This design comes from an exercise in tuning for small area on the open sky130 flow, not from production work.
RTL that was checked went through simulation tests only; none was proved equivalent to the original.
No functional check of the RTL was part of run 8.

==> flow/design.v, too long to show whole: its modules and the start of the top module <==
// module sidRegs: 75 lines
// module sidVoice: 54 lines
// module sidEnvelope: 123 lines
// module sidMixer: 1205 lines
// module sidTop: 79 lines
module sidTop (
  input  logic            clk,
  input  logic            arstN,
  input  logic            clkEn,         
  input  logic            we,
  input  sidPkg::regAddrT addr,
  input  sidPkg::regDataT dataW,
  output sidPkg::regDataT dataR,
  output sidPkg::sampleT  audioOut
);
  // ...
==> flow/flow/run.sh <==
#!/bin/bash
# Own layout flow:
#  1. the standard synthesis (standard.sh), unchanged;
#  2. its combinational logic re-mapped for area with ABC (flow/remap.ys);
#     registers, full adders and tie cells are kept as they are;
#  3. a polarity clean-up (flow/faflip.py): full adders and simple gates
#     built in whichever polarity leaves the fewest inverters;
#  4. the standard layout from floorplan on, with clock tree synthesis told
#     not to add dummy loads.
set -euo pipefail
R=$PWD/orfs/results/$FLOW_PLATFORM/sidTop/base
LIB=$FLOW_HOME/platforms/$FLOW_PLATFORM/lib/sky130_fd_sc_hd__tt_025C_1v80.lib
YOSYS=$FLOW_HOME/../tools/install/yosys/bin/yosys
[[ -x $YOSYS ]] || YOSYS=yosys
PERIOD_PS=$(python3 -c "print(int(round(float('$FLOW_PERIOD_NS') * 1000)))")

bash standard.sh "$R/1_2_yosys.v" > synth.log 2>&1
cp "$R/1_2_yosys.v" "$R/1_2_yosys_std.v"

printf 'set_driving_cell sky130_fd_sc_hd__buf_1\nset_load 5\n' > remap.constr
KEEP=$(grep -oE "sky130_fd_sc_hd__(df|fa_|conb|edf|sdf|dl)[A-Za-z0-9_]*" "$R/1_2_yosys_std.v" | sort -u | tr '\n' ' ')
# the platform's don't-use cells (low-power and probe cells) stay out of the mapping
DONTUSE=$(grep -oE 'cell \("?sky130_fd_sc_hd__(lpflow|probe)[A-Za-z0-9_]*' "$LIB" | sed -E 's/cell \("?/-dont_use /' | sort -u | tr '\n' ' ')
sed -e "s|{LIB}|$LIB|g" -e "s|{DONTUSE}|$DONTUSE|" -e "s|{KEEP}|$KEEP|" -e "s|{IN}|$R/1_2_yosys_std.v|" \
    -e "s|{TOP}|$FLOW_TOP|" -e "s|{SCRIPT}|$PWD/flow/area.abc|" -e "s|{CONSTR}|$PWD/remap.constr|" \
    -e "s|{PERIOD_PS}|$PERIOD_PS|" -e "s|{OUT}|$R/1_2_yosys_remap.v|" -e "s|{STAT}|$PWD/remap_stat.txt|" \
    flow/remap.ys > remap.ys
$YOSYS -q -l remap.log -s remap.ys > remap.out 2>&1

python3 flow/faflip.py "$LIB" "$R/1_2_yosys_remap.v" "$R/1_2_yosys_flip.v" > faflip.log 2>&1
cp "$R/1_2_yosys_flip.v" "$R/1_2_yosys.v"

CTS="-sink_clustering_enable -repair_clock_nets -dont_use_dummy_load -buf_list sky130_fd_sc_hd__clkbuf_4"
bash standard.sh "CTS_ARGS=$CTS" finish > layout.log 2>&1
==> flow/flow/area.abc <==
strash
dc2
dch -f
amap
strash
dch -f
amap
topo
==> flow/flow/faflip.py <==
"""Netlist polarity clean-up after the standard synthesis.

A full adder with all three inputs inverted gives both outputs inverted, and
many simple gates have a complementary cell with the same inputs (and2 and
nand2, a21o and a21oi, ...).  Yosys's full-adder extraction leaves many
inverters between adders; this chooses, per full adder and per simple gate,
which polarity to build so that the fewest inverters (by cell area) remain.
Registers and all other cells are left exactly as they are.

usage: faflip.py LIBERTY IN.v OUT.v
"""
import re, sys, collections, random
sys.path.insert(0, __import__('os').path.dirname(__file__))
import libinfo

INV_CELL = 'sky130_fd_sc_hd__inv_1'


def esc(n):
    # an escaped identifier ends at white space
    return n + ' ' if n.startswith('\\') else n


def parse(text):
    m = re.search(r'^module\s+(\S+)\s*\((.*?)\);', text, re.S | re.M)
    head_end = m.end()
    body_end = text.rindex('endmodule')
    body = text[head_end:body_end]
    insts = []
    other = []
    pos = 0
    inst_re = re.compile(r'^\s*(sky130_fd_sc_hd__\w+)\s+(\S+)\s*\((.*?)\);\s*$', re.S | re.M)
    for im in inst_re.finditer(body):
        other.append(body[pos:im.start()])
        pos = im.end()
        pins = [(p, n.strip()) for p, n in re.findall(r'\.(\w+)\(([^()]*)\)', im.group(3))]
        insts.append([im.group(1), im.group(2), pins])
    other.append(body[pos:])
    return text[:head_end], insts, ''.join(other), text[body_end:]


def main(libpath, src, dst):
    cells = libinfo.parse(libpath)
    comp = libinfo.complements(cells)
    area = {n: (c['area'] or 0.0) for n, c in cells.items()}
    outs = {n: set(c['out']) for n, c in cells.items()}
    text = open(src).read()
    head, insts, rest, tail = parse(text)
    ports = set()
    for d in re.findall(r'^\s*(?:input|output|inout)\s+(?:\[[^\]]*\]\s*)?([^;]+);', head + rest, re.M):
        for n in d.split(','):
            ports.add(n.strip())
    assigned = set()
    for a in re.findall(r'assign\s+(.*?);', rest, re.S):
        for tok in re.findall(r'\\?[\w\[\]\.$]+', a):
            assigned.add(tok)

    def portlike(n):
        base = n.split('[')[0].strip()
        return base in ports or n in ports or n in assigned or base in assigned or n.startswith("1'")

    def is_out(typ, p):
        return p in outs.get(typ, ())

    driver = {}
    for i, (typ, name, pins) in enumerate(insts):
        for p, n in pins:
            if is_out(typ, p):
                driver[n] = (i, p)
    # inverters and plain buffers between internal nets are folded away
    fold = {}     # output net -> (input net, parity)
    for i, (typ, name, pins) in enumerate(insts):
        short = typ.split('__')[1]
        if re.match(r'(inv|clkinv)_\d+$', short) or re.match(r'(buf|clkbuf)_\d+$', short):
            d = dict(pins)
            y = d.get('Y', d.get('X'))
            if y is not None and not portlike(y) and not portlike(d['A']):
                fold[y] = (d['A'], 1 if 'inv' in short else 0)

    def root(n):
        par = 0
        while n in fold:
            n, p = fold[n]
            par ^= p
        return n, par

    fa = [i for i, (t, _, _) in enumerate(insts) if re.search(r'__fa_\d+$', t)]
    fa_set = set(fa)
    # simple gates that may be swapped for their complement: only those whose
    # output is an internal net
    gates = []
    for i, (typ, name, pins) in enumerate(insts):
        if typ in comp and i not in fa_set:
            (o,) = outs[typ]
            onet = dict(pins)[o]
            if not portlike(onet):
                gates.append(i)
    gate_set = set(gates)
    gdelta = {i: area[comp[insts[i][0]]] - area[insts[i][0]] for i in gates}
    flip = {i: 0 for i in fa + gates}
    folded_cells = set()
    for i, (typ, name, pins) in enumerate(insts):
        d = dict(pins)
        y = d.get('Y', d.get('X'))
        if y in fold and len(pins) == 2:
            folded_cells.add(i)
    cons = collections.defaultdict(list)
    for i, (typ, name, pins) in enumerate(insts):
        if i in folded_cells:
            continue
        for p, n in pins:
            if is_out(typ, p):
                continue
            r, par = root(n)
            cons[r].append((i, p, par))
    # outputs of kept cells that nothing reads still count as roots
    inv_area = area[INV_CELL]

    def avail(r):
        d = driver.get(r)
        if d and (d[0] in fa_set or d[0] in gate_set) and d[0] not in folded_cells:
            return flip[d[0]]
        return 0

    def need_of(i, par):
        return par ^ (flip[i] if i in fa_set else 0)

    def cost_root(r):
        a = avail(r)
        for (i, p, par) in cons[r]:
            if need_of(i, par) != a:
                return inv_area
        return 0.0

    touch = collections.defaultdict(set)
    for r, lst in cons.items():
        for (i, p, par) in lst:
            if i in fa_set:
                touch[i].add(r)
    for i in fa + gates:
        for p, n in insts[i][2]:
            if is_out(insts[i][0], p):
                touch[i].add(n)

    def local(i):
        return sum(cost_root(r) for r in touch[i]) + (gdelta[i] if (i in gate_set and flip[i]) else 0.0)

    def total():
        return sum(cost_root(r) for r in cons) + sum(gdelta[i] for i in gates if flip[i])

    before = total()
    nodes = fa + gates

    def descend(order):
        changed = True
        while changed:
            changed = False
            for i in order:
                c0 = local(i)
                flip[i] ^= 1
                if local(i) < c0 - 1e-9:
                    changed = True
                else:
                    flip[i] ^= 1

    rng = random.Random(1)
    order = list(nodes)
    descend(order)
    best = total()
    best_flip = dict(flip)
    for _ in range(300):
        for i in rng.sample(nodes, max(1, len(nodes) // 40)):
            flip[i] ^= 1
        rng.shuffle(order)
        descend(order)
        c = total()
        if c <= best + 1e-9:
            best = c
            best_flip = dict(flip)
        else:
            flip.clear()
            flip.update(best_flip)
    flip.clear()
    flip.update(best_flip)
    after = total()
    folded_area = sum(area[insts[i][0]] for i in folded_cells)
    print(f"folded {len(folded_cells)} inverters/buffers ({folded_area:.1f} um2); "
          f"inverter+swap cost before {before:.1f}, after {after:.1f}; "
          f"flipped {sum(flip[i] for i in fa)} of {len(fa)} adders, "
          f"{sum(flip[i] for i in gates)} of {len(gates)} gates")
    # rewrite
    neg_net = {}
    new_insts = []
    decls = []
    k = 0
    for r in cons:
        a = avail(r)
        if any(need_of(i, par) != a for (i, p, par) in cons[r]):
            nn = f"_pfix{k}_"
            neg_net[r] = nn
            decls.append(f"  wire {nn};")
            new_insts.append([INV_CELL, f"_pfixc{k}_", [("A", r), ("Y", nn)]])
            k += 1
    out = []
    for i, (typ, name, pins) in enumerate(insts):
        if i in folded_cells:
            continue
        npins = []
        ntyp = typ
        if i in gate_set and flip[i]:
            ntyp = comp[typ]
            (o_old,) = outs[typ]
            (o_new,) = outs[ntyp]
        for p, n in pins:
            if is_out(typ, p):
                if ntyp != typ and p == o_old:
                    p = o_new
                npins.append((p, n))
                continue
            r, par = root(n)
            npins.append((p, r if need_of(i, par) == avail(r) else neg_net[r]))
        out.append([ntyp, name, npins])
    out += new_insts
    lines = []
    for typ, name, pins in out:
        lines.append(f"  {typ} {name} (\n" + ",\n".join(f"    .{p}({esc(n)})" for p, n in pins) + "\n  );")
    open(dst, 'w').write(head + "\n" + "\n".join(decls) + rest + "\n" + "\n".join(lines) + "\n" + tail)


if __name__ == '__main__':
    main(sys.argv[1], sys.argv[2], sys.argv[3])
==> flow/flow/libinfo.py <==
"""Cell areas, pins and output functions from a liberty file, and pairs of
cells that compute each other's complement from the same input pins."""
import re, itertools


def parse(path):
    cells = {}
    cur = None
    pin = None
    depth = 0
    stack = []
    for line in open(path):
        s = line.strip()
        m = re.match(r'cell \("?([\w]+)"?\)\s*\{', s)
        if m:
            cur = {'name': m.group(1), 'area': None, 'in': [], 'out': {}, 'ff': False}
            cells[cur['name']] = cur
            stack.append('cell')
            continue
        m = re.match(r'pin \("?(\w+)"?\)\s*\{', s)
        if m and cur is not None:
            pin = {'name': m.group(1), 'dir': None, 'func': None}
            stack.append(('pin', pin))
            continue
        if s.endswith('{'):
            if re.match(r'(ff|latch|statetable)\b', s) and cur is not None:
                cur['ff'] = True
            stack.append('x')
            continue
        if s.startswith('}'):
            if stack:
                top = stack.pop()
                if isinstance(top, tuple) and cur is not None:
                    p = top[1]
                    if p['dir'] == 'input':
                        cur['in'].append(p['name'])
                    elif p['dir'] == 'output':
                        cur['out'][p['name']] = p['func']
                if top == 'cell':
                    cur = None
            continue
        if cur is None:
            continue
        m = re.match(r'area\s*:\s*([\d.]+)', s)
        if m and cur['area'] is None and stack and stack[-1] == 'cell':
            cur['area'] = float(m.group(1))
        if stack and isinstance(stack[-1], tuple):
            p = stack[-1][1]
            m = re.match(r'direction\s*:\s*"?(\w+)"?', s)
            if m:
                p['dir'] = m.group(1)
            m = re.match(r'function\s*:\s*"([^"]*)"', s)
            if m:
                p['func'] = m.group(1)
    return cells


def evalf(func, env):
    e = func.replace('!', ' not ').replace('&', ' and ').replace('|', ' or ').replace('^', ' != ')
    for k in sorted(env, key=len, reverse=True):
        e = re.sub(r'\b%s\b' % k, str(bool(env[k])), e)
    return bool(eval(e))


def table(cell):
    (o, f), = cell['out'].items()
    ins = sorted(cell['in'])
    return tuple(evalf(f, dict(zip(ins, bits))) for bits in itertools.product([0, 1], repeat=len(ins)))


def complements(cells, prefix='sky130_fd_sc_hd__'):
    simple = {}
    for n, c in cells.items():
        if c['ff'] or len(c['out']) != 1 or not c['in'] or c['area'] is None:
            continue
        (o, f), = c['out'].items()
        if f is None or len(c['in']) > 5:
            continue
        if any(x in n for x in ('lpflow', 'probe', 'clk', 'dly', 'buf', 'inv')):
            continue
        try:
            simple[n] = (tuple(sorted(c['in'])), table(c))
        except Exception:
            continue
    by = {}
    for n, (ins, t) in simple.items():
        by.setdefault((ins, t), []).append(n)
    pairs = {}
    for n, (ins, t) in simple.items():
        comp = tuple(not x for x in t)
        cands = by.get((ins, comp), [])
        if cands:
            # same drive strength suffix if possible, else smallest area
            suf = n.rsplit('_', 1)[-1]
            same = [c for c in cands if c.rsplit('_', 1)[-1] == suf]
            pool = same or cands
            pairs[n] = min(pool, key=lambda c: cells[c]['area'])
    return pairs


if __name__ == '__main__':
    import sys
    cells = parse(sys.argv[1])
    p = complements(cells)
    for a in sorted(p):
        b = p[a]
        print(a, cells[a]['area'], list(cells[a]['out'])[0], '->', b, cells[b]['area'], list(cells[b]['out'])[0])
==> flow/flow/remap.ys <==
# Re-map the combinational logic of the standard synthesis netlist for area.
# Registers, full adders and tie cells stay exactly as they are (kept as
# black boxes); everything between them goes through ABC again.
read_liberty -ignore_miss_func {LIB}
blackbox {KEEP}
read_verilog {IN}
hierarchy -top {TOP}
flatten
opt_clean
abc -script {SCRIPT} -liberty {LIB} {DONTUSE} -constr {CONSTR} -D {PERIOD_PS}
opt_clean -purge
hilomap -singleton -hicell sky130_fd_sc_hd__conb_1 HI -locell sky130_fd_sc_hd__conb_1 LO
write_verilog -noattr -nohex -nodec {OUT}
tee -o {STAT} stat -liberty {LIB}
==> flow/standard.sh <==
#!/bin/bash
# synth_recipe.tcl (not shown) runs the flow's synth.tcl, then flattens the netlist and writes it again
# the make line also repeats each setting of config.mk as NAME=value (left out here)
make -C /OpenROAD-flow-scripts/flow DESIGN_CONFIG=/design/flow/config.mk WORK_HOME=/design/flow/orfs CLKGATE_MAP_FILE= SYNTH_SCRIPT=/design/flow/synth_recipe.tcl "${@:-finish}"
==> flow/config.mk <==
export PLATFORM = sky130hd
export DESIGN_NAME = sidTop
export DESIGN_NICKNAME = sidTop
export VERILOG_FILES = /design/flow/design.v
export SDC_FILE = /design/flow/constraint.sdc
export NUM_CORES = 4
export LEC_CHECK = 0
export CAP_MARGIN = 20
export CORE_MARGIN = 2
export CORE_UTILIZATION = 60
export CTS_BUF_LIST = sky130_fd_sc_hd__clkbuf_4
export SLEW_MARGIN = 20
==> flow/constraint.sdc <==
create_clock -name core_clock -period 9.0 [get_ports {clk}]
set_input_delay 1.8000 -clock core_clock [delete_from_list [all_inputs] [get_ports {clk}]]
set_output_delay 1.8000 -clock core_clock [all_outputs]
set_load 0.01 [all_outputs]
==> flow_summary.yaml, run 1 <==
worst_setup_path:
  endpoint: "genVoice[1].iVoice.acc[23]$_DFF_PN0_"
  critPathArrivalTime_ps: 9290
  crit_top_cell: "fa_1"
  reg2reg_depth: 28
  required_ps: 9710
  r2r-start: "genVoice[1].iEnv.env[1]$_DFFE_PN0P_"
cells_and_area:
  inverters_excl_clock: 376
  final_area_sq_um: 30300
  regArea_sq_um: 9940
  sh_seq_area_pct: 32.9
  drive_above_1_share_pct: 6.79
  design.seq.count: 397
  largest_register_ffs: 72
  reg_top3: "genVoice.iVoice.acc: 72 flops, genVoice.iEnv.prescale: 48 flops, iRegs.freq: 48 flops"
  regMostFlops: "genVoice.iVoice.acc"
die:
  rows: 78
  die_area_sq_um: 47600
  initial_core_util_pct: 60.8
  die_h_um: 218
min_path:
  hold_path.startpoint: "iMixer.clipReg[3]$_DFF_PN0_"
  holdCritPathClass: "register to register"
route:
  highest_layer: "met4"
  route.detailed.drc: 0
  dr.pass1.iters: 6
  ant_nets: 0
  wl_met2_mm: 36.2
  drtIter0Drc: 2045
placement:
  io_buffers: 40
  place_area_sq_um: 29400
clock_tree:
  clock_path_buffers: 3
  cts_buffers: 104
logic_synthesis:
  syn_area_sq_um: 27500
sta:
  fmax_mhz: 116
  drv_slew: 0
  setup_viol: 0
run_status:
  status: "finished clean"
==> run 2: changes to the inputs <==
==> flow/config.mk (replaced) <==
export PLATFORM = sky130hd
export DESIGN_NAME = sidTop
export DESIGN_NICKNAME = sidTop
export VERILOG_FILES = /design/flow/design.v
export SDC_FILE = /design/flow/constraint.sdc
export NUM_CORES = 4
export LEC_CHECK = 0
export CAP_MARGIN = 0
export CORE_MARGIN = 2
export CORE_UTILIZATION = 70
export CTS_BUF_LIST = sky130_fd_sc_hd__clkbuf_4
export SLEW_MARGIN = 0
==> flow_summary.yaml, run 2 <==
cells_and_area:
  final_util_pct: 77.7
  regMostFlops: "genVoice.iVoice.acc"
  final_common_cell: "nor2_1"
  drive_above_1_share_pct: 6.41
  final_cells: 3768
  largest_register_ffs: 72
  area_growth_pct: 9.45
  reg_top3: "genVoice.iVoice.acc: 72 flops, genVoice.iEnv.prescale: 48 flops, iRegs.freq: 48 flops"
  final_nets: 3592
  mostFrequentLayoutCells: "nor2_1 (690), dfrtp_1 (395), inv_1 (361)"
clock_tree:
  h-tree-depth: 3
  cts-root-buf: "clkbuf_4"
  cts.clk_slew.worst_paths_ps: 60
  clock_path_buffers: 3
  tritoncts: "done"
  cts_sinks: 397
  clock_latency_ps: 880
  cts_buffers: 105
placement:
  dp_hpwl_mm: 57.1
  dp.cells: 3652
  io_buffers: 40
  finalWeightedCongestion: 1.02
logic_synthesis:
  syn_area_per_cell_sq_um: 9.13
  syn_nets: 3361
  yosysWarnings: 4
  synthCells: 3014
  syn_area_sq_um: 27500
global_route:
  antenna_found_initial: 4
  overflow: 0
  track_usage_pct: 38.7
  grt_max_degree: 178
  grt_pass1_wl_mm: 124
  grt_pass1_vias: 24700
die:
  rows: 72
  initial_core_util_pct: 71.0
  die_x_um: 202
  die_area_sq_um: 40900
  core_area_sq_um: 38700
  ios: 41
  die_h_um: 202
sta:
  drv_slew: 0
  finalCritPeriodShare_pct: 96.8
  tightest_slew_ps: 1310
  fmax_mhz: 115
  period_needed_ps: 8710
  finalHoldViolCount: 0
  slew_headroom_pct: 11.8
  setup_viol: 0
  fin_skew_ps: 140
route:
  wl_met2_mm: 36.5
  met3_length_mm: 7.34
  vias_per_cell: 6.39
  vias: 24100
  highest_layer: "met4"
  wl_met1_mm: 29.4
  dr.pass1.iters: 8
  drtIter0Drc: 2518
  wirelength_mm: 76.6
  route.detailed.drc: 0
  drt-wirelength-per-cell_um: 20.3
  ant_nets: 0
worst_setup_path:
  r2r-start: "genVoice[1].iEnv.env[3]$_DFFE_PN0P_"
  critPathArrivalTime_ps: 9420
  crit_slowest_cell: "clkdlybuf4s50_1"
  r2r-end: "iMixer.clipReg[0]$_DFF_PN0_"
  cp_max_fo: 14
  cp-start-kind: "input port"
  critPathKind: "input port to register"
  cp-end-kind: "register"
  slowest_delay_ps: 490
  crit_top_cell: "nand2_1"
  reg2reg_depth: 39
  required_ps: 9700
  reg2reg_slack_ps: 410
min_path:
  hold_path.startpoint: "iMixer.clipReg[9]$_DFF_PN0_"
  holdCritPathClass: "register to register"
  hold_end: "iMixer.clipDly[9]$_DFF_PN0_"
  worstHoldPathCells: 0
run_status:
  status: "finished clean"
job:
  maxCapViolations: 0
## run 2: cell count changes in the layout (fill, tap and decap cells not counted), moves of 2 or more
cell and change:
o21ai_1 +6, o21ai_0 -9, buf_4 -13, nor2_1 +4, dfrtp_2 -2, nor2_2 -5, inv_2 -2, dfrtp_1 +2
o21ai_2 +3
## run 2: critical path: cells and delay by family
kind,cells,cell delay (ps)
simple gates,16,2240
buf+inv,9,1340
fa+ha+maj,7,2750
compound gates,10,1280
## run 2: repair_timing
action | CTS | global route
gates resized for setup | 0 | 33
endpoints found under the setup margin | 0 | 17
hold buffers | 0 | 0
setup buffers | 0 | 3
## run 2: per-stage QoR
stage                     instance area (sq um)  setup TNS, ps  hold slack (ps)  setup WS [ps]
final                                     30100              0              327            286
after global routing                      30100          -2060              338           -177
after CTS                                 30000              0              326           26.8
after detailed placement                  29200         -13830              335           -711
after global placement                    29200          -4780              333           -259
after floorplan                           27500              0              331           51.7
## run 2: how the worst max path moves through the flow
stage                        from                      endpoint  slack, ps  depth (start not counted)
after CTS                 addr[4]  iMixer.clipReg[10]$_DFF_PN0_         30                         40
after floorplan                we   iMixer.clipReg[0]$_DFF_PN0_         50                         38
after global routing      addr[1]   iMixer.clipReg[5]$_DFF_PN0_       -180                         43
after detailed placement  addr[4]  iMixer.clipReg[10]$_DFF_PN0_       -710                         40
after global placement    addr[4]   iMixer.clipReg[0]$_DFF_PN0_       -260                         40
final                     addr[4]   iMixer.clipReg[0]$_DFF_PN0_        290                         42
## run 2: metal layers
layer,GRT usage (%),vias up
met5,0,-
met4,17.2,0
met3,9.30,309
met2,61.2,1386
met1,51.9,11700
li1,-,10600
## run 2: final cells by class
type                    instances  area (sq um)
clock buffers                 105           788
diodes                          7          17.5
fillers                      2622          8620
flip-flops and latches        397          9940
well taps                     518           648
inverters                     376          1420
repair buffers                123          1050
multi-input cells            2242         16300
==> run 3: changes to the inputs <==
--- a/flow/flow/run.sh
+++ b/flow/flow/run.sh
@@ -30,5 +30,5 @@
 python3 flow/faflip.py "$LIB" "$R/1_2_yosys_remap.v" "$R/1_2_yosys_flip.v" > faflip.log 2>&1
 cp "$R/1_2_yosys_flip.v" "$R/1_2_yosys.v"
 
-CTS="-sink_clustering_enable -repair_clock_nets -dont_use_dummy_load -buf_list sky130_fd_sc_hd__clkbuf_4"
+CTS="-sink_clustering_enable -repair_clock_nets -dont_use_dummy_load -buf_list sky130_fd_sc_hd__clkbuf_8 -sink_clustering_size 16 -sink_clustering_max_diameter 50"
 bash standard.sh "CTS_ARGS=$CTS" finish > layout.log 2>&1
==> flow/flow/area.abc (replaced) <==
strash
dc2
dch -f
amap
strash
dc2
dch -f
amap
strash
dch -f
amap
topo
==> flow/config.mk (replaced) <==
export PLATFORM = sky130hd
export DESIGN_NAME = sidTop
export DESIGN_NICKNAME = sidTop
export VERILOG_FILES = /design/flow/design.v
export SDC_FILE = /design/flow/constraint.sdc
export NUM_CORES = 4
export LEC_CHECK = 0
export CAP_MARGIN = 20
export CORE_MARGIN = 2
export CORE_UTILIZATION = 60
export CTS_BUF_LIST = sky130_fd_sc_hd__clkbuf_4
export SLEW_MARGIN = 20
==> flow_summary.yaml, run 3 <==
clock_tree:
  cts.clk_slew.worst_paths_ps: 90
  cts_sinks: 397
  cts_buffers: 43
  cts_setup_buffers: 0
  tritoncts: "done"
  cts_resized: 0
  hold_buffers: 0
  cts-root-buf: "clkbuf_8"
  clock_path_buffers: 3
  clock_latency_ps: 670
  h-tree-depth: 2
cells_and_area:
  regArea_sq_um: 9930
  antenna_cells: 0
  largest_register_ffs: 72
  reg_top3: "genVoice.iVoice.acc: 72 flops, genVoice.iEnv.prescale: 48 flops, iRegs.freq: 48 flops"
  multi_input_area_sq_um: 16100
  final_util_pct: 66.2
  regMostFlops: "genVoice.iVoice.acc"
  final_nets: 3520
  final_common_cell: "nor2_1"
  mostFrequentLayoutCells: "nor2_1 (693), dfrtp_1 (397), inv_1 (370)"
  fillers: 3784
  final_area_sq_um: 29900
  drive_above_1_share_pct: 4.67
  area_growth_pct: 9.14
worst_setup_path:
  startpoint: "clkEn"
  cp-start-kind: "input port"
  required_ps: 9560
  critPathKind: "input port to register"
  cp-end-kind: "register"
  cp_max_fo: 8
  critPathArrivalTime_ps: 9150
  r2r-start: "genVoice[1].iVoice.wave[0]$_DFF_PN0_"
sta:
  setup_viol: 0
  fin_skew_ps: 88.0
  finalCritPeriodShare_pct: 95.4
  finalHoldViolCount: 0
  fmax_mhz: 116
  period_needed_ps: 8590
  hold-worst-slack_ps: 342
  setup_tns_ps: 0
  drv_slew: 0
  tightest_slew_ps: 1170
  slew_headroom_pct: 21.4
route:
  drtIter0Drc: 2111
  ant_nets: 0
  drt-wirelength-per-cell_um: 19.7
  vias: 22700
  dr.pass1.iters: 6
  route.detailed.drc: 0
  vias_per_cell: 6.01
  wirelength_mm: 74.2
global_route:
  track_usage_pct: 32.4
  antenna_found_initial: 0
  grt_pass1_wl_mm: 120
  grt_pass1_vias: 22600
  grt_max_degree: 145
  overflow: 0
die:
  initial_core_util_pct: 60.6
  die_x_um: 218
  rows: 78
  die_area_sq_um: 47400
  die_h_um: 218
  ios: 41
  core_area_sq_um: 45200
logic_synthesis:
  syn_area_sq_um: 27400
  syn_area_per_cell_sq_um: 9.12
  syn_nets: 3350
  synthCells: 3003
  yosysWarnings: 4
min_path:
  holdCritPathClass: "register to register"
  hold_path.startpoint: "iMixer.clipReg[13]$_DFF_PN0_"
job:
  maxCapViolations: 0
placement:
  finalWeightedCongestion: 0.962
  io_buffers: 40
  place_area_sq_um: 29200
  dp_hpwl_mm: 56.5
run_status:
  status: "finished clean"
## run 3: cell count changes in the layout (fill, tap and decap cells not counted), moves of 9 or more
| cell | delta |
|---|---|
| a21oi_1 | +19 |
| a31oi_1 | -11 |
| clkbuf_4 | -104 |
| clkbuf_8 | +43 |
| inv_1 | +9 |
| nand2_1 | -22 |
| nor3_1 | +20 |
| o21ai_0 | +11 |
## run 3: critical path: stages
cell	delay [ps]
clkbuf_4	180
inv_4	70
nor2_1	160
fa_1	220
fa_1	180
inv_1	50
fa_1	410
fa_1	440
fa_1	430
fa_1	420
fa_1	430
fa_1	430
fa_1	440
fa_1	450
fa_1	430
fa_1	440
fa_1	430
fa_1	390
inv_1	80
fa_1	210
nand2_1	80
nor2_1	150
nand2_1	110
nor2_2	130
nand2_1	80
nor2_1	130
nand2_1	80
a221oi_1	300
## run 3: final cells by class
type                       instances  area share [%]
multi-input combinational       2222            53.8
sequential                       397            33.2
inverter                         384            4.83
timing repair buffer             125            3.64
tap                              600            2.51
clock buffer                      43            1.98
## run 3: final timing paths
check | to | slack (ps) | cells after the start
worst min-delay path | iMixer.clipDly[13]$_DFF_PN0_ | 340 | 0
max in group asynchronous | genVoice[1].iEnv.env[6]$_DFFE_PN0P_ | 6170 | 2
min in group asynchronous | iMixer.audioOut[1]$_DFF_PN0_ | 1280 | 1
worst max register to register | iMixer.clipReg[9]$_DFF_PN0_ | 690 | 36
worst min register to register | iMixer.clipDly[13]$_DFF_PN0_ | 340 | 0
worst max-delay path | genVoice[1].iVoice.acc[23]$_DFF_PN0_ | 410 | 28
## run 3: per-layer routing
metal  part of all wire, %  vias to the layer above  global-route usage [%]
li1                      -                    10400                       -
met1                    43                    11200                    46.7
met2                    46                      923                    50.4
met3                   7.8                      170                    6.03
met4                   3.1                        0                    10.3
met5                     0                        -                       0
## run 3: stage by stage
step                      setup slack [ps]  cells
after floorplan                       76.9   3003
after global routing                 -22.5   3771
after global placement                -339   3725
after detailed placement              -441   3728
after CTS                              151   3771
final                                  414   3771
==> run 4: changes to the inputs <==
==> flow/flow/area.abc (replaced) <==
strash
dc2
dch -f
if -K 4
mfs2
strash
dc2
dch -f
amap
mfs
strash
dch -f
amap
mfs
strash
dch -f
amap
topo
==> flow_summary.yaml, run 4 <==
job:
  maxCapViolations: 0
clock_tree:
  clock_path_buffers: 3
  tritoncts: "done"
  cts_sinks: 397
  cts.clk_slew.worst_paths_ps: 80
  h-tree-depth: 2
  cts-root-buf: "clkbuf_8"
  clock_latency_ps: 700
  hold_buffers: 0
  cts_buffers: 44
sta:
  fmax_mhz: 116
  tightest_slew_ps: 1150
  period_needed_ps: 8620
  finalCritPeriodShare_pct: 95.7
  slew_headroom_pct: 23.2
  finalHoldViolCount: 0
  drv_slew: 0
  rsz0062_at_grt: "no"
  fin_skew_ps: 105
  setup_viol: 0
route:
  route.detailed.drc: 0
  drt-wirelength-per-cell_um: 20.0
  ant_nets: 0
  drtIter0Drc: 1785
  dr.pass1.iters: 6
  vias: 22300
  vias_per_cell: 5.99
  wirelength_mm: 74.5
die:
  die_area_sq_um: 47100
  ios: 41
  die_x_um: 217
  core_area_sq_um: 45100
  initial_core_util_pct: 60.3
  rows: 78
  die_h_um: 217
worst_setup_path:
  required_ps: 9500
  crit_top_cell: "fa_1"
  cp-end-kind: "register"
  critPathKind: "input port to register"
  reg2reg_depth: 39
  r2r-end: "iMixer.clipReg[11]$_DFF_PN0_"
  crit_slowest_cell: "fa_1"
  slowest_delay_ps: 450
  critPathArrivalTime_ps: 9120
  reg2reg_slack_ps: 750
  r2r-start: "genVoice[0].iEnv.env[1]$_DFFE_PN0P_"
  cp-start-kind: "input port"
  cp_max_fo: 3
global_route:
  antenna_found_initial: 0
  grt_max_degree: 154
  grt_pass1_vias: 22300
  track_usage_pct: 32.6
  overflow: 0
  grt_pass1_wl_mm: 119
cells_and_area:
  final_common_cell: "nor2_1"
  drive_above_1_share_pct: 4.96
  regMostFlops: "genVoice.iVoice.acc"
  final_nets: 3474
  largest_register_ffs: 72
  final_cells: 3725
  final_area_sq_um: 29800
  area_growth_pct: 9.36
  reg_top3: "genVoice.iVoice.acc: 72 flops, genVoice.iEnv.prescale: 48 flops, iRegs.freq: 48 flops"
  mostFrequentLayoutCells: "nor2_1 (628), dfrtp_1 (397), inv_1 (330)"
  antenna_cells: 0
placement:
  dp.cells: 3678
  finalWeightedCongestion: 1.00
  dp_hpwl_mm: 57.0
  place_area_sq_um: 29100
  io_buffers: 40
logic_synthesis:
  synthCells: 2953
  syn_nets: 3300
  syn_area_per_cell_sq_um: 9.21
  syn_area_sq_um: 27200
  yosysWarnings: 4
run_status:
  status: "finished clean"
min_path:
  holdCritPathClass: "register to register"
  worstHoldPathCells: 0
  hold_end: "iMixer.clipDly[3]$_DFF_PN0_"
  hold_path.startpoint: "iMixer.clipReg[3]$_DFF_PN0_"
run 4: repair_timing:
item / CTS / global route
buffers inserted: 0 / 3
gates resized for setup: 0 / 24
endpoints found under the setup margin: 0 / 24
run 4: per-layer routing:
layer	track usage, %	wire length (um)	vias to the layer above
met2	53.3	34900	879
met3	4.85	4960	218
met4	14.0	3750	0
met1	43.9	30900	11000
li1	-	-	10200
met5	0	0	-
run 4: worst max path at each step:
stage          cells past startpoint  start                                   end  slack, ps
2_1_floorplan                     27  clkEn  genVoice[2].iVoice.acc[23]$_DFF_PN0_          6
6_report                          28  clkEn  genVoice[0].iVoice.acc[23]$_DFF_PN0_        380
3_5_place_dp                      29  clkEn  genVoice[0].iVoice.acc[23]$_DFF_PN0_       -550
3_3_place_gp                      29  clkEn  genVoice[0].iVoice.acc[23]$_DFF_PN0_       -380
5_1_grt                           28  clkEn  genVoice[2].iVoice.acc[23]$_DFF_PN0_          5
4_1_cts                           29  clkEn  genVoice[0].iVoice.acc[23]$_DFF_PN0_         50
run 4: metrics by stage:
stage,hold WS (ps),setup WS [ps],setup TNS (ps),util [%]
2_1_floorplan,331,5.79,0,-
3_3_place_gp,333,-382,-6860,64.4
3_5_place_dp,336,-548,-11880,64.5
4_1_cts,326,50.1,0,65.8
5_1_grt,337,4.67,0,66.0
6_report,323,385,0,66.0
run 4: critical path: cells and delay by family:
kind,cells,cell delay (ps)
adders and majority gates,15,5680
buffers and inverters,4,450
and+or+nand+nor,8,940
AOI/OAI and AO/OA,1,250
run 4: area by class of cell:
type | instances | area [sq um]
Inverter | 344 | 1290
Clock buffer | 44 | 606
Sequential cell | 397 | 9930
Tap cell | 600 | 751
Fill cell | 3811 | 15300
Timing Repair Buffer | 128 | 1110
Multi-Input combinational cell | 2212 | 16100
==> run 5: changes to the inputs <==
--- a/flow/config.mk
+++ b/flow/config.mk
@@ -9,4 +9,5 @@
 export CORE_MARGIN = 2
 export CORE_UTILIZATION = 60
 export CTS_BUF_LIST = sky130_fd_sc_hd__clkbuf_4
+export GPL_TIMING_DRIVEN = 0
 export SLEW_MARGIN = 20
==> flow_summary.yaml, run 5 <==
global_route:
  track_usage_pct: 32.5
  antenna_found_initial: 1
  grt_pass1_wl_mm: 120
  overflow: 0
  grt_max_degree: 108
  grt_pass1_vias: 22400
sta:
  setup_viol: 0
  period_needed_ps: 8670
  finalHoldViolCount: 0
  finalCritPeriodShare_pct: 96.3
  layout_setup_ws_ps: 330
  setup_tns_ps: 0
  tightest_slew_ps: 1090
  slew_headroom_pct: 27.4
  drv_slew: 0
  fmax_mhz: 115
  fin_skew_ps: 67.2
worst_setup_path:
  r2r-start: "genVoice[0].iEnv.env[1]$_DFFE_PN0P_"
  cp-start-kind: "input port"
  crit_top_cell: "fa_1"
  endpoint: "genVoice[2].iVoice.acc[23]$_DFF_PN0_"
  cp_max_fo: 19
  r2r-end: "iMixer.clipReg[13]$_DFF_PN0_"
  startpoint: "clkEn"
  critPathArrivalTime_ps: 9180
  critPathKind: "input port to register"
  reg2reg_depth: 38
  cp-end-kind: "register"
  crit_slowest_cell: "fa_1"
  path_delay_family: "adder cells"
  critPathBufInv: 4
  reg2reg_slack_ps: 430
  crit_cells: 28
  required_ps: 9510
  slowest_delay_ps: 440
cells_and_area:
  drive_above_1_share_pct: 5.01
  final_nets: 3425
  final_area_sq_um: 29700
  largest_register_ffs: 72
  multi_input_area_sq_um: 16200
  regArea_sq_um: 9940
  area_growth_pct: 9.05
  final_common_cell: "nor2_1"
  reg_top3: "genVoice.iVoice.acc: 72 flops, genVoice.iEnv.prescale: 48 flops, iRegs.freq: 48 flops"
  regMostFlops: "genVoice.iVoice.acc"
  mostFrequentLayoutCells: "nor2_1 (619), dfrtp_1 (393), inv_1 (324)"
  final_cells: 3677
  fillers: 3774
logic_synthesis:
  syn_nets: 3300
  synthCells: 2953
  syn_area_sq_um: 27200
  yosysWarnings: 4
  syn_area_per_cell_sq_um: 9.21
route:
  vias: 22400
  wl_met2_mm: 34.4
  ant_nets: 0
  wirelength_mm: 73.5
  met3_length_mm: 4.88
  dr.pass1.iters: 8
  drt-wirelength-per-cell_um: 20.0
  wl_met1_mm: 30.9
  drtIter0Drc: 2162
  highest_layer: "met4"
  route.detailed.drc: 0
  vias_per_cell: 6.09
run_status:
  status: "finished clean"
die:
  die_x_um: 217
  rows: 78
  initial_core_util_pct: 60.3
  die_h_um: 217
  core_area_sq_um: 45100
  die_area_sq_um: 47100
  ios: 41
placement:
  place_area_sq_um: 28600
  place_ws_ps: -2780
  finalWeightedCongestion: 0.993
  io_buffers: 40
  dp.cells: 3601
  dp_hpwl_mm: 54.2
clock_tree:
  hold_buffers: 0
  cts_buffers: 43
  cts.clk_slew.worst_paths_ps: 80
  cts_sinks: 397
  tritoncts: "done"
  h-tree-depth: 2
  clock_path_buffers: 3
  cts-root-buf: "clkbuf_8"
  clock_latency_ps: 650
min_path:
  worstHoldPathCells: 0
  holdCritPathClass: "register to register"
job:
  maxCapViolations: 0
==> run 5: layout make-up <==
type | count | share of cell area (%)
Clock buffer | 43 | 1.99
Inverter | 344 | 4.50
Timing Repair Buffer | 77 | 2.84
Multi-Input combinational cell | 2215 | 54.6
Antenna cell | 1 | 0.00843
Sequential cell | 397 | 33.5
Tap cell | 600 | 2.53
==> run 5: worst min-delay path by stage <==
stage,start,endpoint,slack (ps)
2_1_floorplan,iMixer.clipReg[0]$_DFF_PN0_,iMixer.clipDly[0]$_DFF_PN0_,330
3_3_place_gp,iMixer.clipReg[1]$_DFF_PN0_,iMixer.clipDly[1]$_DFF_PN0_,330
3_5_place_dp,iMixer.clipReg[2]$_DFF_PN0_,iMixer.clipDly[2]$_DFF_PN0_,330
4_1_cts,iMixer.clipReg[7]$_DFF_PN0_,iMixer.clipDly[7]$_DFF_PN0_,330
5_1_grt,iMixer.clipReg[7]$_DFF_PN0_,iMixer.clipDly[7]$_DFF_PN0_,340
6_report,iMixer.clipReg[7]$_DFF_PN0_,iMixer.clipDly[7]$_DFF_PN0_,330
==> run 5: routing by layer <==
metal	vias to the layer above	GRT usage (%)
met5	-	0
met4	0	13.7
met3	202	4.71
met2	880	51.6
met1	11100	45.4
li1	10200	-
==> run 5: metrics by stage <==
step / hold slack, ps / utilization, %
final: 327 / 65.8
after global routing: 340 / 65.8
after global placement: 332 / 62.9
after CTS: 327 / 65.0
after floorplan: 331 / -
after detailed placement: 335 / 63.4
==> run 5: timing repair <==
| action | CTS | global route |
|---|---|---|
| gates cloned | 3 | 1 |
| buffers inserted | 1 | 26 |
| pin swaps | 1 | 11 |
| resized for setup | 40 | 59 |
| setup endpoints to repair | 41 | 26 |
==> run 5: worst register-to-register path: cells and delay by family, from the launching register on <==
family                   cells  cell delay, ps
adder cells (fa/ha/maj)     10            4620
AND/OR/NAND/NOR             13            1390
AO/OA/AOI/OAI                8            1030
buffers and inverters        7             890
flip-flops                   1             540
==> run 6: changes to the inputs <==
--- a/flow/flow/run.sh
+++ b/flow/flow/run.sh
@@ -4,7 +4,8 @@
 #  2. its combinational logic re-mapped for area with ABC (flow/remap.ys);
 #     registers, full adders and tie cells are kept as they are;
 #  3. a polarity clean-up (flow/faflip.py): full adders and simple gates
-#     built in whichever polarity leaves the fewest inverters;
+#     built in whichever polarity leaves the fewest inverters; then steps 2
+#     and 3 once more;
 #  4. the standard layout from floorplan on, with clock tree synthesis told
 #     not to add dummy loads.
 set -euo pipefail
@@ -28,7 +29,15 @@
 $YOSYS -q -l remap.log -s remap.ys > remap.out 2>&1
 
 python3 flow/faflip.py "$LIB" "$R/1_2_yosys_remap.v" "$R/1_2_yosys_flip.v" > faflip.log 2>&1
-cp "$R/1_2_yosys_flip.v" "$R/1_2_yosys.v"
+
+# a second round: ABC again around the re-polarised adders, then the clean-up
+sed -e "s|{LIB}|$LIB|g" -e "s|{DONTUSE}|$DONTUSE|" -e "s|{KEEP}|$KEEP|" -e "s|{IN}|$R/1_2_yosys_flip.v|" \
+    -e "s|{TOP}|$FLOW_TOP|" -e "s|{SCRIPT}|$PWD/flow/area.abc|" -e "s|{CONSTR}|$PWD/remap.constr|" \
+    -e "s|{PERIOD_PS}|$PERIOD_PS|" -e "s|{OUT}|$R/1_2_yosys_remap2.v|" -e "s|{STAT}|$PWD/remap2_stat.txt|" \
+    flow/remap.ys > remap2.ys
+$YOSYS -q -l remap2.log -s remap2.ys > remap2.out 2>&1
+python3 flow/faflip.py "$LIB" "$R/1_2_yosys_remap2.v" "$R/1_2_yosys_flip2.v" > faflip2.log 2>&1
+cp "$R/1_2_yosys_flip2.v" "$R/1_2_yosys.v"
 
 CTS="-sink_clustering_enable -repair_clock_nets -dont_use_dummy_load -buf_list sky130_fd_sc_hd__clkbuf_8 -sink_clustering_size 16 -sink_clustering_max_diameter 50"
 bash standard.sh "CTS_ARGS=$CTS" finish > layout.log 2>&1
==> flow_summary.yaml, run 6 <==
global_route:
  grt_pass1_vias: 22100
  antenna_found_initial: 0
  track_usage_pct: 31.0
  overflow: 0
  grt_pass1_wl_mm: 115
  grt_max_degree: 102
min_path:
  hold_end: "iMixer.clipDly[11]$_DFF_PN0_"
  hold_path.startpoint: "iMixer.clipReg[11]$_DFF_PN0_"
  worstHoldPathCells: 0
  holdCritPathClass: "register to register"
cells_and_area:
  final_nets: 3321
  final_util_pct: 66.2
  final_common_cell: "nor2_1"
  largest_register_ffs: 72
  antenna_cells: 0
  final_cells: 3564
  reg_top3: "genVoice.iVoice.acc: 72 flops, genVoice.iEnv.prescale: 48 flops, iRegs.freq: 48 flops"
  regMostFlops: "genVoice.iVoice.acc"
  drive_above_1_share_pct: 4.41
  regArea_sq_um: 9930
  mostFrequentLayoutCells: "nor2_1 (689), dfrtp_1 (397), inv_1 (324)"
  multi_input_area_sq_um: 16000
  fillers: 3638
  area_growth_pct: 8.83
sta:
  fin_skew_ps: 70.2
  setup_viol: 0
  slew_headroom_pct: 35.8
  period_needed_ps: 8690
  tightest_slew_ps: 953
  fmax_mhz: 115
  finalCritPeriodShare_pct: 96.5
  finalHoldViolCount: 0
  drv_slew: 0
worst_setup_path:
  cp-start-kind: "input port"
  crit_slowest_cell: "fa_1"
  reg2reg_depth: 34
  required_ps: 9560
  crit_top_cell: "fa_1"
  critPathKind: "input port to register"
  critPathArrivalTime_ps: 9250
  reg2reg_slack_ps: 630
  cp_max_fo: 17
  r2r-end: "iMixer.clipReg[4]$_DFF_PN0_"
  slowest_delay_ps: 440
  r2r-start: "genVoice[0].iEnv.env[0]$_DFFE_PN0P_"
  cp-end-kind: "register"
route:
  met3_length_mm: 5.47
  highest_layer: "met4"
  ant_nets: 0
  route.detailed.drc: 0
  wl_met2_mm: 32.9
  vias_per_cell: 6.14
  drt-wirelength-per-cell_um: 19.6
  wl_met1_mm: 29.6
  wirelength_mm: 69.9
  drtIter0Drc: 1889
  dr.pass1.iters: 5
  vias: 21900
die:
  ios: 41
  core_area_sq_um: 44300
  initial_core_util_pct: 60.9
  die_h_um: 216
  die_x_um: 216
  die_area_sq_um: 46700
  rows: 77
clock_tree:
  cts_sinks: 397
  clock_path_buffers: 3
  tritoncts: "done"
  clock_latency_ps: 650
  cts.clk_slew.worst_paths_ps: 90
  cts-root-buf: "clkbuf_8"
  h-tree-depth: 2
  cts_buffers: 43
logic_synthesis:
  yosysWarnings: 4
  synthCells: 2858
  syn_nets: 3205
  syn_area_sq_um: 27000
  syn_area_per_cell_sq_um: 9.44
placement:
  io_buffers: 40
  finalWeightedCongestion: 0.932
  dp.cells: 3503
  dp_hpwl_mm: 51.4
run_status:
  status: "finished clean"
job:
  maxCapViolations: 0
==> run 6: how the worst max path moves through the flow <==
| stage | depth (start not counted) | startpoint | to |
|---|---|---|---|
| after CTS | 29 | clkEn | genVoice[2].iVoice.acc[23]$_DFF_PN0_ |
| final | 29 | clkEn | genVoice[1].iVoice.acc[23]$_DFF_PN0_ |
| after global placement | 1 | arstN | genVoice[0].iVoice.acc[5]$_DFF_PN0_ |
| after global routing | 29 | clkEn | genVoice[0].iVoice.acc[23]$_DFF_PN0_ |
| after detailed placement | 33 | we | iMixer.clipReg[4]$_DFF_PN0_ |
| after floorplan | 27 | clkEn | genVoice[1].iVoice.acc[23]$_DFF_PN0_ |
==> run 6: per-layer routing <==
metal  global-route usage, %  vias up
met5                       0        -
met4                    8.97        0
met3                    5.23      161
met2                    48.7      879
met1                    45.1    11000
li1                        -     9890
==> run 6: cell type report <==
cell class | count | share of cell area [%]
multi-input cells | 2132 | 54.6
flip-flops and latches | 397 | 33.8
inverters | 331 | 4.29
repair buffers | 69 | 2.69
well taps | 592 | 2.52
clock buffers | 43 | 2.02
==> run 6: critical path, delay by kind of cell <==
kind,cells,cell delay [ps]
AO/OA/AOI/OAI,1,240
adder cells (fa/ha/maj),15,5570
buffers and inverters,5,610
AND/OR/NAND/NOR,8,1020
==> run 6: metrics by stage <==
stage / hold WS [ps] / setup TNS [ps] / setup slack [ps] / cell area [sq um]
2_1_floorplan: 331 / 0 / 81.4 / 27000
3_3_place_gp: 336 / -4423450 / -10930 / 28100
3_5_place_dp: 335 / -48550 / -1680 / 28400
4_1_cts: 349 / 0 / 0.953 / 29100
5_1_grt: 356 / -272 / -47.8 / 29400
6_report: 346 / 0 / 314 / 29400
==> run 6: repair_timing <==
action | in CTS | in global routing
gates cloned | 2 | 1
setup buffers | 2 | 12
pin swaps | 1 | 10
hold buffers | 0 | 0
resized for setup | 31 | 45
endpoints found under the setup margin | 32 | 25
==> run 7: changes to the inputs <==
--- a/flow/flow/run.sh
+++ b/flow/flow/run.sh
@@ -39,5 +39,5 @@
 python3 flow/faflip.py "$LIB" "$R/1_2_yosys_remap2.v" "$R/1_2_yosys_flip2.v" > faflip2.log 2>&1
 cp "$R/1_2_yosys_flip2.v" "$R/1_2_yosys.v"
 
-CTS="-sink_clustering_enable -repair_clock_nets -dont_use_dummy_load -buf_list sky130_fd_sc_hd__clkbuf_8 -sink_clustering_size 16 -sink_clustering_max_diameter 50"
+CTS="-sink_clustering_enable -repair_clock_nets -dont_use_dummy_load -buf_list sky130_fd_sc_hd__clkbuf_8 -sink_clustering_size 20 -sink_clustering_max_diameter 40"
 bash standard.sh "CTS_ARGS=$CTS" finish > layout.log 2>&1
==> flow_summary.yaml, run 7 <==
logic_synthesis:
  syn_area_sq_um: 27000
  syn_area_per_cell_sq_um: 9.44
  yosysWarnings: 4
  synthCells: 2858
  syn_nets: 3205
route:
  route.detailed.drc: 0
  wirelength_mm: 70.8
  drt-wirelength-per-cell_um: 19.7
  vias_per_cell: 6.14
  ant_nets: 0
  drtIter0Drc: 1980
  dr.pass1.iters: 8
  vias: 22000
clock_tree:
  cts.clk_slew.worst_paths_ps: 70
  tritoncts: "done"
  clock_latency_ps: 680
  cts_sinks: 397
  h-tree-depth: 3
  cts_buffers: 68
  clock_path_buffers: 3
  cts-root-buf: "clkbuf_8"
die:
  ios: 41
  die_area_sq_um: 46700
  rows: 77
  die_x_um: 216
  core_area_sq_um: 44300
  die_h_um: 216
  initial_core_util_pct: 60.9
worst_setup_path:
  crit_top_cell: "fa_1"
  cp-end-kind: "register"
  critPathBufInv: 5
  critPathKind: "input port to register"
  slowest_delay_ps: 440
  critPathArrivalTime_ps: 9300
  crit_slowest_cell: "fa_1"
  cp-start-kind: "input port"
  reg2reg_slack_ps: 600
  required_ps: 9560
  cp_max_fo: 17
  path_delay_family: "adder cells"
global_route:
  grt_pass1_wl_mm: 116
  overflow: 0
  grt_pass1_vias: 22300
  grt_max_degree: 102
  antenna_found_initial: 0
  track_usage_pct: 31.5
cells_and_area:
  drive_above_1_share_pct: 5.14
  final_common_cell: "nor2_1"
  mostFrequentLayoutCells: "nor2_1 (689), dfrtp_1 (397), inv_1 (324)"
  reg_top3: "genVoice.iVoice.acc: 72 flops, genVoice.iEnv.prescale: 48 flops, iRegs.freq: 48 flops"
  antenna_cells: 0
  final_nets: 3344
  regMostFlops: "genVoice.iVoice.acc"
  area_growth_pct: 10.1
  largest_register_ffs: 72
sta:
  setup_viol: 0
  finalHoldViolCount: 0
  hold-worst-slack_ps: 336
  drv_slew: 0
  period_needed_ps: 8740
  setup_tns_ps: 0
  finalCritPeriodShare_pct: 97.1
  slew_headroom_pct: 33.5
  tightest_slew_ps: 986
  fmax_mhz: 114
  fin_skew_ps: 86.6
  layout_setup_ws_ps: 262
run_status:
  status: "finished clean"
placement:
  io_buffers: 40
  finalWeightedCongestion: 0.932
  place_ws_ps: -1680
  dp_hpwl_mm: 51.4
min_path:
  holdCritPathClass: "register to register"
job:
  maxCapViolations: 0
run 7: metal layers:
metal	up-vias	GRT usage [%]	routed length [um]
met3	152	6.10	5650
li1	9941	-	-
met4	0	10.3	2020
met5	-	0	0
met2	885	49.0	33100
met1	11000	44.9	30000
run 7: through the flow:
stage               cell area (sq um)  util (%)  cells
floorplan                       27000         -   2858
global placement                28100      63.4   3490
detailed placement              28400      64.0   3503
CTS                             29400      66.4   3575
global route                    29700      67.0   3587
finish                          29700      67.0   3587
run 7: worst paths after layout:
kind / cells after the start / end / startpoint
setup / recovery: 29 / genVoice[1].iVoice.acc[23]$_DFF_PN0_ / clkEn
hold / removal: 0 / iMixer.clipDly[6]$_DFF_PN0_ / iMixer.clipReg[6]$_DFF_PN0_
setup reg to reg: 34 / iMixer.clipReg[4]$_DFF_PN0_ / genVoice[0].iEnv.env[0]$_DFFE_PN0P_
hold reg to reg: 0 / iMixer.clipDly[6]$_DFF_PN0_ / iMixer.clipReg[6]$_DFF_PN0_
max in group asynchronous: 4 / iRegs.freq[16]$_DFFE_PN0P_ / arstN
min in group asynchronous: 1 / iMixer.audioOut[1]$_DFF_PN0_ / arstN
run 7: final cells by class:
type	instances	area [sq um]
tap	592	741
clock buffer	68	936
multi-input combinational	2133	16100
inverter	331	1260
timing repair buffer	66	767
sequential	397	9930
fill	3588	14600
run 7: worst reg2reg max path: cells and delay by family, from the launching register on:
| kind | cells | cell delay [ps] |
|---|---|---|
| and+or+nand+nor | 10 | 930 |
| DFF | 1 | 480 |
| AOI/OAI and AO/OA | 7 | 950 |
| buffers and inverters | 7 | 1220 |
| adders and majority gates | 10 | 4710 |
run 7: what timing repair did:
item / CTS / global route
setup endpoints to repair: 33 / 25
hold buffers: 0 / 0
setup buffers: 2 / 9
gates cloned: 2 / 2
resized for setup: 31 / 45
pin swaps: 1 / 10
==> module sidVoice, before the edit <==
module sidVoice (
  input  logic         clk,
  input  logic         arstN,
  input  logic         clkEn,
  input  sidPkg::freqT freq,
  input  sidPkg::pwT   pulseWidth,
  input  logic [2:0]   waveSel,       
  input  logic         testBit,
  output sidPkg::waveT wave
);
  logic [23:0] acc;
  logic [23:0] accSum;
  logic [15:0] addend;
  logic [16:0] carry;
  logic [23:16] allOnes;    
  logic [11:0] sawWave;
  logic [11:0] triWave;
  logic        pulseBit;
  logic [11:0] mixWave;
  assign addend   = freq & {16{clkEn}};
  assign carry[0] = 1'b0;
  for (genvar k = 0; k < 16; k++) begin : genAdd
    assign accSum[k]  = acc[k] ^ addend[k] ^ carry[k];
    assign carry[k+1] = (acc[k] & addend[k]) | (acc[k] & carry[k]) | (addend[k] & carry[k]);
  end
  assign allOnes[16] = 1'b1;
  for (genvar k = 17; k < 24; k++) begin : genOnes
    assign allOnes[k] = allOnes[k-1] & acc[k-1];
  end
  assign accSum[23:16] = acc[23:16] ^ ({8{carry[16]}} & allOnes[23:16]);
  always_ff @(posedge clk or negedge arstN) begin
    if (!arstN) begin
      acc <= '0;
    end else begin
      acc <= accSum & {24{~testBit}};
    end
  end
  always_comb begin
    sawWave  = acc[23:12];
    triWave  = acc[22:11] ^ {12{acc[23]}};
    pulseBit = (acc[23:12] >= pulseWidth);
    mixWave  = (triWave | {12{~waveSel[0]}}) &
               (sawWave | {12{~waveSel[1]}}) &
               {12{pulseBit | ~waveSel[2]}} &
               {12{|waveSel}};
  end
  always_ff @(posedge clk or negedge arstN) begin
    if (!arstN) begin
      wave <= '0;
    end else begin
      wave <= mixWave;
    end
  end
endmodule
==> run 8: changes to the inputs <==
--- a/flow/design.v
+++ b/flow/design.v
@@ -171,24 +171,24 @@
 );
   logic [23:0] acc;
   logic [23:0] accSum;
-  logic [15:0] addend;
+  logic [15:0] lowSum;      
   logic [16:0] carry;
   logic [23:16] allOnes;    
   logic [11:0] sawWave;
   logic [11:0] triWave;
   logic        pulseBit;
   logic [11:0] mixWave;
-  assign addend   = freq & {16{clkEn}};
   assign carry[0] = 1'b0;
   for (genvar k = 0; k < 16; k++) begin : genAdd
-    assign accSum[k]  = acc[k] ^ addend[k] ^ carry[k];
-    assign carry[k+1] = (acc[k] & addend[k]) | (acc[k] & carry[k]) | (addend[k] & carry[k]);
+    assign lowSum[k]  = acc[k] ^ freq[k] ^ carry[k];
+    assign carry[k+1] = (acc[k] & freq[k]) | (acc[k] & carry[k]) | (freq[k] & carry[k]);
   end
+  assign accSum[15:0] = clkEn ? lowSum : acc[15:0];
   assign allOnes[16] = 1'b1;
   for (genvar k = 17; k < 24; k++) begin : genOnes
     assign allOnes[k] = allOnes[k-1] & acc[k-1];
   end
-  assign accSum[23:16] = acc[23:16] ^ ({8{carry[16]}} & allOnes[23:16]);
+  assign accSum[23:16] = acc[23:16] ^ ({8{carry[16] & clkEn}} & allOnes[23:16]);
   always_ff @(posedge clk or negedge arstN) begin
     if (!arstN) begin
       acc <= '0;
--- a/flow/flow/run.sh
+++ b/flow/flow/run.sh
@@ -39,5 +39,5 @@
 python3 flow/faflip.py "$LIB" "$R/1_2_yosys_remap2.v" "$R/1_2_yosys_flip2.v" > faflip2.log 2>&1
 cp "$R/1_2_yosys_flip2.v" "$R/1_2_yosys.v"
 
-CTS="-sink_clustering_enable -repair_clock_nets -dont_use_dummy_load -buf_list sky130_fd_sc_hd__clkbuf_8 -sink_clustering_size 20 -sink_clustering_max_diameter 40"
+CTS="-sink_clustering_enable -repair_clock_nets -dont_use_dummy_load -buf_list sky130_fd_sc_hd__clkbuf_8 -sink_clustering_size 16 -sink_clustering_max_diameter 50"
 bash standard.sh "CTS_ARGS=$CTS" finish > layout.log 2>&1
==> flow_summary.yaml, run 8 <==
placement:
  io_buffers: 40
  finalWeightedCongestion: 0.906
  place_ws_ps: -2470
  place_area_sq_um: 28600
  dp_hpwl_mm: 52.3
die:
  die_x_um: 217
  rows: 78
  die_area_sq_um: 47100
  ios: 41
  initial_core_util_pct: 60.4
  die_h_um: 217
  core_area_sq_um: 45100
worst_setup_path:
  r2r-end: "iMixer.clipReg[6]$_DFF_PN0_"
  cp-end-kind: "register"
  reg2reg_slack_ps: 460
  critPathKind: "input port to register"
  required_ps: 9440
  crit_slowest_cell: "fa_1"
  cp-start-kind: "input port"
  slowest_delay_ps: 520
  cp_max_fo: 10
  crit_top_cell: "fa_1"
  critPathArrivalTime_ps: 9060
  endpoint: "iMixer.clipReg[6]$_DFF_PN0_"
  startpoint: "addr[1]"
  reg2reg_depth: 26
  r2r-start: "genVoice[0].iEnv.env[7]$_DFFE_PN0P_"
global_route:
  antenna_found_initial: 0
  overflow: 0
  grt_max_degree: 103
  track_usage_pct: 31.3
  grt_pass1_wl_mm: 117
  grt_pass1_vias: 22400
cells_and_area:
  regMostFlops: "genVoice.iVoice.acc"
  reg_top3: "genVoice.iVoice.acc: 72 flops, genVoice.iEnv.prescale: 48 flops, iRegs.freq: 48 flops"
  drive_above_1_share_pct: 3.30
  final_area_sq_um: 29400
  regArea_sq_um: 9930
  final_nets: 3290
  multi_input_area_sq_um: 16300
  area_growth_pct: 8.01
  largest_register_ffs: 72
  final_common_cell: "nor2_1"
  fillers: 3732
  mostFrequentLayoutCells: "nor2_1 (670), dfrtp_1 (397), fa_1 (330)"
sta:
  slew_headroom_pct: 36.4
  setup_tns_ps: 0
  finalCritPeriodShare_pct: 95.8
  drv_slew: 0
  fin_skew_ps: 122
  setup_viol: 0
  fmax_mhz: 116
  finalHoldViolCount: 0
  tightest_slew_ps: 943
  period_needed_ps: 8620
  layout_setup_ws_ps: 380
logic_synthesis:
  synthCells: 2836
  syn_area_sq_um: 27200
  syn_nets: 3183
  syn_area_per_cell_sq_um: 9.60
  yosysWarnings: 4
route:
  vias_per_cell: 6.21
  drt-wirelength-per-cell_um: 19.9
  route.detailed.drc: 0
  wirelength_mm: 70.6
  vias: 22000
  ant_nets: 0
  dr.pass1.iters: 8
  drtIter0Drc: 1983
clock_tree:
  cts_buffers: 46
  clock_path_buffers: 3
  clock_latency_ps: 680
  tritoncts: "done"
  h-tree-depth: 2
  cts-root-buf: "clkbuf_8"
  cts_sinks: 397
  cts.clk_slew.worst_paths_ps: 70
  hold_buffers: 0
run_status:
  status: "finished clean"
min_path:
  holdCritPathClass: "register to register"
job:
  maxCapViolations: 0
==> run 8: repair_timing <==
item	4_1_cts	5_1_grt
gates resized for setup	23	16
buffers inserted	2	2
endpoints found under the setup margin	16	16
cloned	2	1
pin swaps	5	4
==> run 8: how the worst min path moves through the flow <==
| stage | from | endpoint | cells after the start |
|---|---|---|---|
| after floorplan | iMixer.clipReg[0]$_DFF_PN0_ | iMixer.clipDly[0]$_DFF_PN0_ | 0 |
| after global placement | iMixer.clipReg[14]$_DFF_PN0_ | iMixer.clipDly[14]$_DFF_PN0_ | 0 |
| after detailed placement | iMixer.clipReg[1]$_DFF_PN0_ | iMixer.clipDly[1]$_DFF_PN0_ | 0 |
| after CTS | iMixer.clipReg[15]$_DFF_PN0_ | iMixer.clipDly[15]$_DFF_PN0_ | 0 |
| after global routing | iMixer.clipReg[15]$_DFF_PN0_ | iMixer.clipDly[15]$_DFF_PN0_ | 0 |
| final | iMixer.clipReg[15]$_DFF_PN0_ | iMixer.clipDly[15]$_DFF_PN0_ | 0 |
==> run 8: worst max-delay path: cells and delay by family <==
family	cells	cell delay, ps
compound gates	7	1280
simple gates	11	1950
fa+ha+maj	7	3080
buf+inv	4	950
==> run 8: area by class of cell <==
type                    instances  share of cell area (%)
multi-input cells            2135                    55.4
flip-flops and latches        397                    33.8
inverters                     307                    3.94
well taps                     600                    2.55
repair buffers                 56                    2.20
clock buffers                  46                    2.15
diodes                          1                 0.00851
==> run 8: metal layers <==
layer | track usage, % | share of wire [%] | routed length, um | vias up
li1 | - | - | - | 10000
met1 | 45.5 | 44 | 31400 | 11000
met2 | 49.6 | 46 | 32500 | 808
met3 | 5.02 | 6.8 | 4780 | 174
met4 | 8.40 | 2.6 | 1860 | 0
met5 | 0 | 0 | 0 | -
==> run 8: through the flow <==
stage	std cells	hold slack (ps)	util (%)
2_1_floorplan	2836	331	-
3_3_place_gp	3476	336	62.9
3_5_place_dp	3487	335	63.4
4_1_cts	3537	336	65.0
5_1_grt	3541	335	65.2
6_report	3542	333	65.2

[separate check: timing with driven ports]
No port has a modelled driver above. Below, the same layouts with a new extraction and two added sets of constraints. Step 1 sets driving cells, clkbuf_16 on the clock port and buf_2 on the other inputs (assumed; they add their load-dependent delay and slew). Step 2 moves the port delays by t, midway between the first and last clock arrival at a register: inputs arrive t later, outputs are due t later. That takes back most of the time a late clock gives input paths. a / b / c = ideal ports / drivers / drivers and shift; a / b = the first two.
| run | t, ns | setup WS [ns] | hold slack, ns |
|---|---|---|---|
| run 1 | 0.874 | 0.415 / 0.445 / -0.429 | 0.318 / 0.318 / 0.318 |
| run 2 | 0.870 | 0.286 / 0.303 / -0.567 | 0.327 / 0.327 / 0.327 |
| run 3 | 0.668 | 0.414 / 0.393 / -0.276 | 0.342 / 0.342 / 0.342 |
| run 4 | 0.682 | 0.385 / 0.411 / -0.272 | 0.323 / 0.323 / 0.323 |
| run 5 | 0.658 | 0.330 / 0.313 / -0.345 | 0.327 / 0.327 / 0.327 |
| run 6 | 0.673 | 0.314 / 0.321 / -0.353 | 0.346 / 0.346 / 0.346 |
| run 7 | 0.698 | 0.262 / 0.270 / -0.428 | 0.336 / 0.336 / 0.336 |
| run 8 | 0.665 | 0.380 / 0.416 / -0.250 | 0.333 / 0.333 / 0.333 |
With both steps, setup timing fails in every run listed, where it was met with ideal ports. For run 2, which loses most, drivers alone change the setup slack by +0.017 ns; drivers and shift together by -0.853 ns.
